Background: an optimization exercise with open tools, aiming at small area. Do not read the settings as production practice.
Function was checked by simulation only, so behaviour that the tests miss may differ from the original.
Power and IR drop assume default switching activity.

// timing_tracker_top
module timing_tracker_top (
    input  logic         i_clk,
    input  logic         i_rstn,
    input  logic [27:0]  i_slots,
    output logic [383:0] o_intra,
    output logic [383:0] o_inter,
    output logic [11:0]  o_faw_last
);
For scale: ~2400 cells after synthesis, ~15000 sq um of cells after synthesis.
clock: 5.0 ns
lec_check: 0
cap_margin: 20
core_area: 5 5 275 275
die_area: 0 0 280 280
slew_margin: 20
standard.sh (not shown) runs the stock make flow with config.mk's settings and CLKGATE_MAP_FILE= SYNTH_SCRIPT=/design/flow/synth_recipe.tcl, a recipe that flattens the netlist after the stock synthesis.
==> flow/flow/run.sh <==
#!/bin/bash
# own layout flow: the standard synthesis, its combinational logic re-mapped for area by
# ABC (registers untouched), then the standard ORFS floorplan to finish, with the smallest
# buffer on each port and tie cells shared between nearby constant outputs
set -euo pipefail
W=$(pwd)
R=$W/orfs/results/$FLOW_PLATFORM/timing_tracker_top/base
YOSYS=$FLOW_HOME/../tools/install/yosys/bin/yosys
LIB=$FLOW_HOME/platforms/sky130hd/lib/sky130_fd_sc_hd__tt_025C_1v80.lib

# 1. standard synthesis, netlist only
bash standard.sh "$R/1_2_yosys.v" > synth_std.log 2>&1
cp "$R/1_2_yosys.v" "$W/1_2_yosys.std.v"

# 2. re-map the logic between the registers
SEQ=$(grep -o 'sky130_fd_sc_hd__[a-z0-9_]*' "$W/1_2_yosys.std.v" | sort -u | grep -E '__(e|s|se)?df|__dl|__conb' | sed 's/^/=/' | tr '\n' ' ')
DONTUSE="-dont_use sky130_fd_sc_hd__lpflow_* -dont_use sky130_fd_sc_hd__probe*"
PS=$(python3 -c "print(int(float('$FLOW_PERIOD_NS')*1000))")
sed -e "s|{LIB}|$LIB|g" -e "s|{IN}|$W/1_2_yosys.std.v|" -e "s|{TOP}|$FLOW_TOP|" -e "s|{SEQ}|$SEQ|" \
    -e "s|{ABC}|$W/flow/resyn.abc|" -e "s|{PS}|$PS|" -e "s|{DONTUSE}|$DONTUSE|" \
    -e "s|{STAT}|$W/resyn_stat.txt|" -e "s|{OUT}|$W/1_2_yosys.resyn.v|" flow/resyn.ys > resyn_run.ys
"$YOSYS" -s resyn_run.ys > resyn.log 2>&1
sleep 1
cp "$W/1_2_yosys.resyn.v" "$R/1_2_yosys.v"
touch "$R/1_2_yosys.v"

# 3. the standard flow from the netlist through placement, port buffers of the smallest buffer
BP='BUFFER_PORTS_ARGS=-buffer_cell sky130_fd_sc_hd__buf_1'
bash standard.sh "$BP" "$R/3_place.odb" > flow_place.log 2>&1

# 4. nearby constant outputs share one tie cell
sleep 1
TIE_IN_DB="$R/3_place.odb" TIE_OUT_DB="$R/3_place.odb" \
    openroad -no_init -exit flow/tie_merge.tcl > tie_merge.log 2>&1
touch "$R/3_place.odb"

# 5. the standard flow from clock tree synthesis to the end; the clock tree of small buffers
# and without dummy loads
CTS="CTS_ARGS=-sink_clustering_enable -repair_clock_nets -dont_use_dummy_load -buf_list {sky130_fd_sc_hd__clkbuf_4 sky130_fd_sc_hd__clkbuf_8} -sink_clustering_buffer sky130_fd_sc_hd__clkbuf_4 -sink_clustering_size 8"
bash standard.sh "$BP" "$CTS" finish > flow_finish.log 2>&1
==> flow/flow/tie_merge.tcl <==
# share tie cells between nearby constant output ports: each conb_1 output net that drives only
# output ports is merged with its neighbours along the die edge, up to MAXN ports within SPAN um
set in_db $::env(TIE_IN_DB)
set out_db $::env(TIE_OUT_DB)
set MAXN 12
set SPAN 80.0
read_db $in_db
set block [ord::get_db_block]
set dbu [$block getDbUnitsPerMicron]
set die [$block getDieArea]
set W [$die xMax]
set H [$die yMax]
set cands {}
foreach inst [$block getInsts] {
  if {[[$inst getMaster] getName] ne "sky130_fd_sc_hd__conb_1"} { continue }
  foreach it [$inst getITerms] {
    set mt [$it getMTerm]
    set pn [$mt getName]
    if {$pn ne "HI" && $pn ne "LO"} { continue }
    set net [$it getNet]
    if {$net eq "NULL" || $net eq ""} { continue }
    set others 0
    foreach it2 [$net getITerms] { if {$it2 ne $it} { incr others } }
    set bts [$net getBTerms]
    if {$others != 0 || [llength $bts] != 1} { continue }
    set bt [lindex $bts 0]
    set bb [$bt getBBox]
    set x [expr {([$bb xMin] + [$bb xMax]) / 2}]
    set y [expr {([$bb yMin] + [$bb yMax]) / 2}]
    # position along the perimeter, counter-clockwise from the origin
    if {$y <= 0} { set p $x } elseif {$x >= $W} { set p [expr {$W + $y}] } elseif {$y >= $H} { set p [expr {$W + $H + ($W - $x)}] } else { set p [expr {2*$W + $H + ($H - $y)}] }
    lappend cands [list $p $pn $inst $net $bt]
  }
}
set cands [lsort -real -index 0 $cands]
set removed 0
foreach pn {LO HI} {
  set grp {}
  set list {}
  foreach c $cands { if {[lindex $c 1] eq $pn} { lappend list $c } }
  set i 0
  set n [llength $list]
  while {$i < $n} {
    set first [lindex $list $i]
    set p0 [lindex $first 0]
    set knet [lindex $first 3]
    set j [expr {$i + 1}]
    while {$j < $n && $j - $i < $MAXN && ([lindex [lindex $list $j] 0] - $p0) <= $SPAN * $dbu} {
      set c [lindex $list $j]
      set bt [lindex $c 4]
      set onet [lindex $c 3]
      set oinst [lindex $c 2]
      $bt connect $knet
      odb::dbInst_destroy $oinst
      odb::dbNet_destroy $onet
      incr removed
      incr j
    }
    set i $j
  }
}
puts "tie_merge: [llength $cands] tie-driven ports, removed $removed tie cells"
write_db $out_db
Other scripts of this flow, unchanged in this note and not shown: flow/flow/resyn.abc, flow/flow/resyn.ys
The starting point passed the timing, DRC and antenna checks.
Rerun with:
--- a/flow/flow/run.sh
+++ b/flow/flow/run.sh
@@ -35,6 +35,4 @@
 touch "$R/3_place.odb"
 
-# 5. the standard flow from clock tree synthesis to the end; the clock tree of small buffers
-# and without dummy loads
-CTS="CTS_ARGS=-sink_clustering_enable -repair_clock_nets -dont_use_dummy_load -buf_list {sky130_fd_sc_hd__clkbuf_4 sky130_fd_sc_hd__clkbuf_8} -sink_clustering_buffer sky130_fd_sc_hd__clkbuf_4 -sink_clustering_size 8"
-bash standard.sh "$BP" "$CTS" finish > flow_finish.log 2>&1
+# 5. the standard flow from clock tree synthesis to the end
+bash standard.sh "$BP" finish > flow_finish.log 2>&1
--- a/flow/flow/tie_merge.tcl
+++ b/flow/flow/tie_merge.tcl
@@ -3,6 +3,6 @@
 set in_db $::env(TIE_IN_DB)
 set out_db $::env(TIE_OUT_DB)
-set MAXN 12
-set SPAN 80.0
+set MAXN 6
+set SPAN 40.0
 read_db $in_db
 set block [ord::get_db_block]
PLACE_DENSITY = 0.3   (was not set)
Result: Total power rises by 17%; clock skew decreases by 0.020 ns; setup slack is better by 0.030 ns; critical path depth rises by 5; design area goes up by 2.9%; sequential cell count stays the same; cell count is higher by 1.1%; die area is unchanged; first-iteration DRC count came out higher by 1.3%; core utilization increases by 0.65 points; count of clock-buffer cells in the layout is unchanged.
Rerun with:
--- a/flow/flow/run.sh
+++ b/flow/flow/run.sh
@@ -35,4 +35,6 @@
 touch "$R/3_place.odb"
 
-# 5. the standard flow from clock tree synthesis to the end
-bash standard.sh "$BP" finish > flow_finish.log 2>&1
+# 5. the standard flow from clock tree synthesis to the end; the clock tree of small buffers
+# and without dummy loads
+CTS="CTS_ARGS=-sink_clustering_enable -repair_clock_nets -dont_use_dummy_load -buf_list {sky130_fd_sc_hd__clkbuf_4 sky130_fd_sc_hd__clkbuf_8}"
+bash standard.sh "$BP" "$CTS" finish > flow_finish.log 2>&1
--- a/flow/flow/tie_merge.tcl
+++ b/flow/flow/tie_merge.tcl
@@ -3,6 +3,6 @@
 set in_db $::env(TIE_IN_DB)
 set out_db $::env(TIE_OUT_DB)
-set MAXN 6
-set SPAN 40.0
+set MAXN 12
+set SPAN 80.0
 read_db $in_db
 set block [ord::get_db_block]
PLACE_DENSITY = not set   (was 0.3)
First-iteration DRC count goes down by about 1.3%. Final cell count fell by about 1.1%. Routed wire length goes down by 6.7%. Cell area fell by 2.8%. Power went down by about 15%. Register-to-register slack loses 0.11 ns.
Rerun with:
--- a/flow/flow/run.sh
+++ b/flow/flow/run.sh
@@ -35,6 +35,4 @@
 touch "$R/3_place.odb"
 
-# 5. the standard flow from clock tree synthesis to the end; the clock tree of small buffers
-# and without dummy loads
-CTS="CTS_ARGS=-sink_clustering_enable -repair_clock_nets -dont_use_dummy_load -buf_list {sky130_fd_sc_hd__clkbuf_4 sky130_fd_sc_hd__clkbuf_8}"
-bash standard.sh "$BP" "$CTS" finish > flow_finish.log 2>&1
+# 5. the standard flow from clock tree synthesis to the end
+bash standard.sh "$BP" finish > flow_finish.log 2>&1
--- a/flow/flow/tie_merge.tcl
+++ b/flow/flow/tie_merge.tcl
@@ -3,6 +3,6 @@
 set in_db $::env(TIE_IN_DB)
 set out_db $::env(TIE_OUT_DB)
-set MAXN 12
-set SPAN 80.0
+set MAXN 6
+set SPAN 40.0
 read_db $in_db
 set block [ord::get_db_block]
Outcome: The changed run completed with no timing, DRC or antenna violations; global-route usage grows by 0.39 points; design area climbs by a few percent; setup slack improves by 0.0076 ns; clock power came out higher by well over a third; register-to-register slack is about the same; non-clock buffer count stays the same.

========
job 101:
The RTL this note starts from:
==> flow/design.v <==
module timing_tracker_top (
    input  logic         i_clk,
    input  logic         i_rstn,
    input  logic [27:0]  i_slots,
    output logic [383:0] o_intra,
    output logic [383:0] o_inter,
    output logic [11:0]  o_faw_last
);
    logic [2:0]  op  [4];
    logic [3:0]  bnk [4];
    logic [3:0]  is_act, is_cas;
    logic [3:0]  first;
    logic [15:0] sel [4];
    logic [6:0]  lq [4];
    for (genvar s = 0; s < 4; s++) begin : g_slot
        assign op[s]     = i_slots[7*s+4 +: 3];
        assign bnk[s]    = i_slots[7*s +: 4];
        assign is_act[s] = (op[s] == 3'd1);
        assign is_cas[s] = (op[s] == 3'd3) || (op[s] == 3'd4);
        always_comb begin
            first[s] = (op[s] != 3'd0);
            for (int j = 0; j < s; j++) begin
                if (op[j] != 3'd0 && bnk[j] == bnk[s]) first[s] = 1'b0;
            end
        end
        assign sel[s] = first[s] ? (16'd1 << bnk[s]) : 16'd0;
        logic [1:0] sidx;
        assign sidx = s;
        always_comb begin
            case (op[s])
                3'd1:    lq[s] = {1'b0, 6'd43 + {4'd0, sidx}};
                3'd2:    lq[s] = {1'b0, 6'd11 + {4'd0, sidx}};
                3'd3:    lq[s] = {2'b11, 5'd5 + {3'd0, sidx}};
                3'd4:    lq[s] = {2'b10, 5'd15 + {3'd0, sidx}};
                default: lq[s] = 7'd0;
            endcase
            if (!i_rstn) lq[s] = 7'd0;
        end
    end
    function automatic logic [5:0] dec4(input logic [5:0] t);
        dec4 = (t[5:2] != 4'd0) ? {t[5:2] - 4'd1, t[1:0]} : 6'd0;
    endfunction
    function automatic logic [5:0] satsub(input logic [5:0] t, input logic [5:0] d);
        satsub = (t > d) ? t - d : 6'd0;
    endfunction
    for (genvar b = 0; b < 16; b++) begin : g_bank
        logic       hit;
        logic [6:0] hq;
        logic [6:0] q;
        logic [5:0] pc;
        logic [5:0] pre, act, rd, wr;
        always_comb begin
            hit = 1'b0;
            hq  = 7'd0;
            for (int s = 0; s < 4; s++) begin
                hit = hit | sel[s][b];
                hq  = hq | ({7{sel[s][b]}} & lq[s]);
            end
        end
        always_ff @(posedge i_clk) begin
            if (hit | !i_rstn) begin
                q <= hq;
            end else if (q[6]) begin
                q <= (q[4:2] != 3'd0) ? {q[6:5], q[4:2] - 3'd1, q[1:0]} : {q[6:5], 5'd0};
            end else begin
                q <= {1'b0, dec4(q[5:0])};
            end
        end
        assign pc = {1'b0, q[4:0]};
        always_comb begin
            if (!q[6]) begin
                act = q[5:0];
                pre = satsub(q[5:0], 6'd14);
                rd  = q[5] ? {2'b00, q[3:0]} : 6'd0;
                wr  = rd;
            end else if (q[5]) begin
                act = 6'd0;
                pre = satsub(pc, 6'd2);
                rd  = pre;
                wr  = pc;
            end else begin
                act = 6'd0;
                pre = pc;
                rd  = satsub(pc, 6'd6);
                wr  = satsub(pc, 6'd12);
            end
        end
        assign o_intra[24*b +: 24] = {pre, act, 2'b00, rd[3:0], 2'b00, wr[3:0]};
    end
    logic       act_vld;
    logic [1:0] act_s;
    logic [3:0] act_bnk;
    logic [3:0] ia_bnk_q;
    logic [5:0] ia_q;
    always_comb begin
        act_vld = |is_act;
        act_s   = 2'd3;
        act_bnk = bnk[3];
        for (int s = 2; s >= 0; s--) begin
            if (is_act[s]) begin
                act_s   = 2'(s);
                act_bnk = bnk[s];
            end
        end
    end
    always_ff @(posedge i_clk) begin
        if (!i_rstn) begin
            ia_q <= 6'd0;
        end else if (act_vld) begin
            ia_q <= 6'd43 + 6'(act_s);
        end else begin
            ia_q <= dec4(ia_q);
        end
    end
    always_ff @(posedge i_clk) begin
        if (act_vld) ia_bnk_q <= act_bnk;
    end
    logic [5:0] ia_same, ia_l, ia_s;
    assign ia_same = ia_q;
    assign ia_l    = (ia_q > 6'd40) ? 6'(ia_q - 6'd40) : 6'd0;
    assign ia_s    = (ia_q > 6'd42) ? 6'(ia_q - 6'd42) : 6'd0;
    logic       cas_vld;
    logic [1:0] cas_s;
    logic [1:0] cas_grp;
    logic       cas_wr;
    logic [1:0] ic_grp_q;
    logic       ic_wr_q;
    logic [1:0] ic_s_q;
    logic [1:0] ic_age_q;
    always_comb begin
        cas_vld = |is_cas;
        cas_s   = 2'd3;
        cas_grp = bnk[3][3:2];
        cas_wr  = op[3][2];
        for (int s = 2; s >= 0; s--) begin
            if (is_cas[s]) begin
                cas_s   = 2'(s);
                cas_grp = bnk[s][3:2];
                cas_wr  = op[s][2];
            end
        end
    end
    always_ff @(posedge i_clk) begin
        if (!i_rstn) begin
            ic_age_q <= 2'd3;
        end else if (cas_vld) begin
            ic_age_q <= 2'd0;
        end else if (ic_age_q != 2'd3) begin
            ic_age_q <= ic_age_q + 2'd1;
        end
    end
    always_ff @(posedge i_clk) begin
        if (cas_vld) begin
            ic_grp_q <= cas_grp;
            ic_wr_q  <= cas_wr;
            ic_s_q   <= cas_s;
        end
    end
    function automatic logic [3:0] aged(input logic [3:0] rule, input logic [1:0] s,
                                        input logic [1:0] age);
        logic [4:0] up, dn;
        up = {1'b0, rule} + {3'd0, s};
        dn = 5'd3 + {1'd0, age, 2'b00};
        aged = (up > dn) ? 4'(up - dn) : 4'd0;
    endfunction
    logic [3:0] c_rd_l, c_wr_l, c_rd_s, c_wr_s;
    assign c_rd_l = aged(ic_wr_q ? 4'd12 : 4'd6, ic_s_q, ic_age_q);
    assign c_wr_l = aged(ic_wr_q ? 4'd6 : 4'd8, ic_s_q, ic_age_q);
    assign c_rd_s = aged(4'd4, ic_s_q, ic_age_q);
    assign c_wr_s = aged(ic_wr_q ? 4'd4 : 4'd8, ic_s_q, ic_age_q);
    for (genvar b = 0; b < 16; b++) begin : g_inter
        logic [5:0] act;
        logic [3:0] rd, wr;
        logic same_bank, same_grp, same_rank;
        assign same_bank = (ia_bnk_q == 4'(b));
        assign same_grp  = (ia_bnk_q[3:2] == 2'(b >> 2));
        assign same_rank = (ia_bnk_q[3] == 1'(b >> 3));
        assign act = same_bank ? ia_same : same_grp ? ia_l : same_rank ? ia_s : 6'd0;
        assign rd  = (ic_grp_q == 2'(b >> 2)) ? c_rd_l :
                     (ic_grp_q[1] == 1'(b >> 3)) ? c_rd_s : 4'd0;
        assign wr  = (ic_grp_q == 2'(b >> 2)) ? c_wr_l :
                     (ic_grp_q[1] == 1'(b >> 3)) ? c_wr_s : 4'd0;
        assign o_inter[24*b +: 24] = {6'd0, act, 2'b00, rd, 2'b00, wr};
    end
    for (genvar r = 0; r < 2; r++) begin : g_faw
        logic       hit;
        logic [1:0] hs;
        logic [4:0] h_q;
        logic [1:0] s_q [5];
        logic [3:0] last;
        always_comb begin
            hit = 1'b0;
            hs  = 2'd3;
            for (int s = 3; s >= 0; s--) begin
                if (is_act[s] && bnk[s][3] == 1'(r)) begin
                    hit = 1'b1;
                    hs  = 2'(s);
                end
            end
        end
        always_ff @(posedge i_clk) begin
            if (!i_rstn) begin
                h_q <= 5'd0;
            end else begin
                h_q <= {h_q[3:0], hit};
            end
        end
        always_ff @(posedge i_clk) begin
            s_q[0] <= hs;
            for (int i = 1; i < 5; i++) s_q[i] <= s_q[i-1];
        end
        always_comb begin
            if (&h_q[3:0])
                last = 4'd5 + 4'(s_q[3]);
            else if (h_q[4] && ((h_q[3:0] == 4'b0111) || (h_q[3:0] == 4'b1011) ||
                                (h_q[3:0] == 4'b1101) || (h_q[3:0] == 4'b1110)))
                last = 4'd1 + 4'(s_q[4]);
            else
                last = 4'd0;
        end
        assign o_faw_last[6*r +: 6] = {2'b00, last};
    end
endmodule
clock: 5.0 ns
lec_check: 0
cap_margin: 10
core_area: 5 5 465 105
cts_buf_list: sky130_fd_sc_hd__clkbuf_8
die_area: 0 0 470 110
slew_margin: 10
==> flow/flow/run.sh <==
#!/bin/bash
# own layout flow: the standard synthesis, its combinational logic re-mapped for area by
# ABC (registers untouched), then the standard ORFS floorplan to finish
set -euo pipefail
W=$(pwd)
R=$W/orfs/results/$FLOW_PLATFORM/timing_tracker_top/base
YOSYS=$FLOW_HOME/../tools/install/yosys/bin/yosys
LIB=$FLOW_HOME/platforms/sky130hd/lib/sky130_fd_sc_hd__tt_025C_1v80.lib

# 1. standard synthesis, netlist only
bash standard.sh "$R/1_2_yosys.v" > synth_std.log 2>&1
cp "$R/1_2_yosys.v" "$W/1_2_yosys.std.v"

# 2. re-map the logic between the registers
SEQ=$(grep -o 'sky130_fd_sc_hd__[a-z0-9_]*' "$W/1_2_yosys.std.v" | sort -u | grep -E '__(e|s|se)?df|__dl|__conb' | sed 's/^/=/' | tr '\n' ' ')
DONTUSE="-dont_use sky130_fd_sc_hd__lpflow_* -dont_use sky130_fd_sc_hd__probe*"
PS=$(python3 -c "print(int(float('$FLOW_PERIOD_NS')*1000))")
sed -e "s|{LIB}|$LIB|g" -e "s|{IN}|$W/1_2_yosys.std.v|" -e "s|{TOP}|$FLOW_TOP|" -e "s|{SEQ}|$SEQ|" \
    -e "s|{ABC}|$W/flow/resyn.abc|" -e "s|{PS}|$PS|" -e "s|{DONTUSE}|$DONTUSE|" \
    -e "s|{STAT}|$W/resyn_stat.txt|" -e "s|{OUT}|$W/1_2_yosys.resyn.v|" flow/resyn.ys > resyn_run.ys
"$YOSYS" -s resyn_run.ys > resyn.log 2>&1
sleep 1
cp "$W/1_2_yosys.resyn.v" "$R/1_2_yosys.v"
touch "$R/1_2_yosys.v"

# 3. the standard flow from the netlist on, port buffers of the smallest buffer
bash standard.sh 'BUFFER_PORTS_ARGS=-buffer_cell sky130_fd_sc_hd__buf_1' finish > flow_std.log 2>&1
==> flow/flow/resyn.abc <==
strash
&get -n
&deepsyn -T 60
&put
dch -f
amap
topo
==> flow/flow/resyn.ys <==
# re-map the standard synthesis's combinational logic for area; registers are kept as they are
read_liberty -ignore_miss_func -wb {LIB}
read_verilog {IN}
hierarchy -top {TOP}
setattr -mod -set keep_hierarchy 1 {SEQ}
flatten -wb
opt_clean -purge
opt -purge
abc -liberty {LIB} -script {ABC} -D {PS} {DONTUSE}
opt_clean -purge
hilomap -singleton -hicell sky130_fd_sc_hd__conb_1 HI -locell sky130_fd_sc_hd__conb_1 LO
insbuf -buf sky130_fd_sc_hd__buf_4 A X
splitnets
opt_clean -purge
rename -hide w:*.*
tee -o {STAT} stat -liberty {LIB}
write_verilog -noattr -nohex -nodec {OUT}
Edits applied to the flow inputs when going from job 101 to job 102:
Settings: CAP_MARGIN changed from 10 to 20; CORE_AREA changed from 5 5 465 105 to 5 5 275 275; DIE_AREA changed from 0 0 470 110 to 0 0 280 280; CTS_BUF_LIST removed (was sky130_fd_sc_hd__clkbuf_8); SLEW_MARGIN changed from 10 to 20.
Findings:
Compared with job 101, the router placed fewer vias in job 102. On routed wire length: between job 101 and job 102, it ends up lower for job 101. | standard cell area after detailed placement | job 102 vs job 101 | 300 um^2 higher |. The detailed placement HPWL in job 102 sits 4.8% above the value recorded for job 101. Final area, job 101 and job 102: higher on job 102. Internal power summed over all cells for job 102: about 4% up relative to job 101. Measured against each other, job 101 and job 102 differ in setup slack, the higher figure coming from job 102. Job 102 does worse than job 101 on area of the die. The wire length on met1 in job 102 is 0.927 times that in job 101. Across both runs, clock latency on the worst-skew pair was lower for job 102 than for job 101. Reported for job 101 and job 102, setup TNS turned out identical to the last digit.

separate check: timing with driven ports:
How much do the figures lean on ideal ports? The routed layouts below were timed once more, with nothing changed but the port constraints. Step 1 (the two cells are an assumption about what drives the block):
set clk [get_ports {i_clk}]
set_driving_cell -lib_cell sky130_fd_sc_hd__clkbuf_16 $clk
set_driving_cell -lib_cell sky130_fd_sc_hd__buf_2 [delete_from_list [all_inputs] $clk]
Step 2 times the ports against the registers' clock, not the clock port: input delays grow and output delays shrink by t, the midpoint of the rising clock arrivals with the driver on. Slacks: ideal ports / drivers / drivers and shift; pairs: ideal ports / drivers.
run	t, ns	slack for setup (ns)	worst hold slack (ns)	worst register clock-pin slew, ns
the first run of note 1	0.573	1.009 / 0.954 / 0.689	0.325 / 0.325 / 0.325	0.10 / 0.10
the second run of note 1	0.548	1.038 / 1.064 / 0.516	0.321 / 0.321 / 0.321	0.08 / 0.08
the third run of note 1	0.573	1.009 / 0.954 / 0.689	0.325 / 0.325 / 0.325	0.10 / 0.10
the fourth run of note 1	0.535	1.016 / 0.955 / 0.675	0.326 / 0.326 / 0.326	0.07 / 0.07
job 101	0.557	0.518 / 0.484 / 0.338	0.311 / 0.311 / 0.311	0.10 / 0.10
job 102	0.531	0.668 / 0.706 / 0.175	0.320 / 0.320 / 0.320	0.08 / 0.08
After both steps every run listed still meets setup and hold. For the second run of note 1, which loses most, drivers alone change the setup slack by +0.026 ns; drivers and shift together by -0.522 ns.
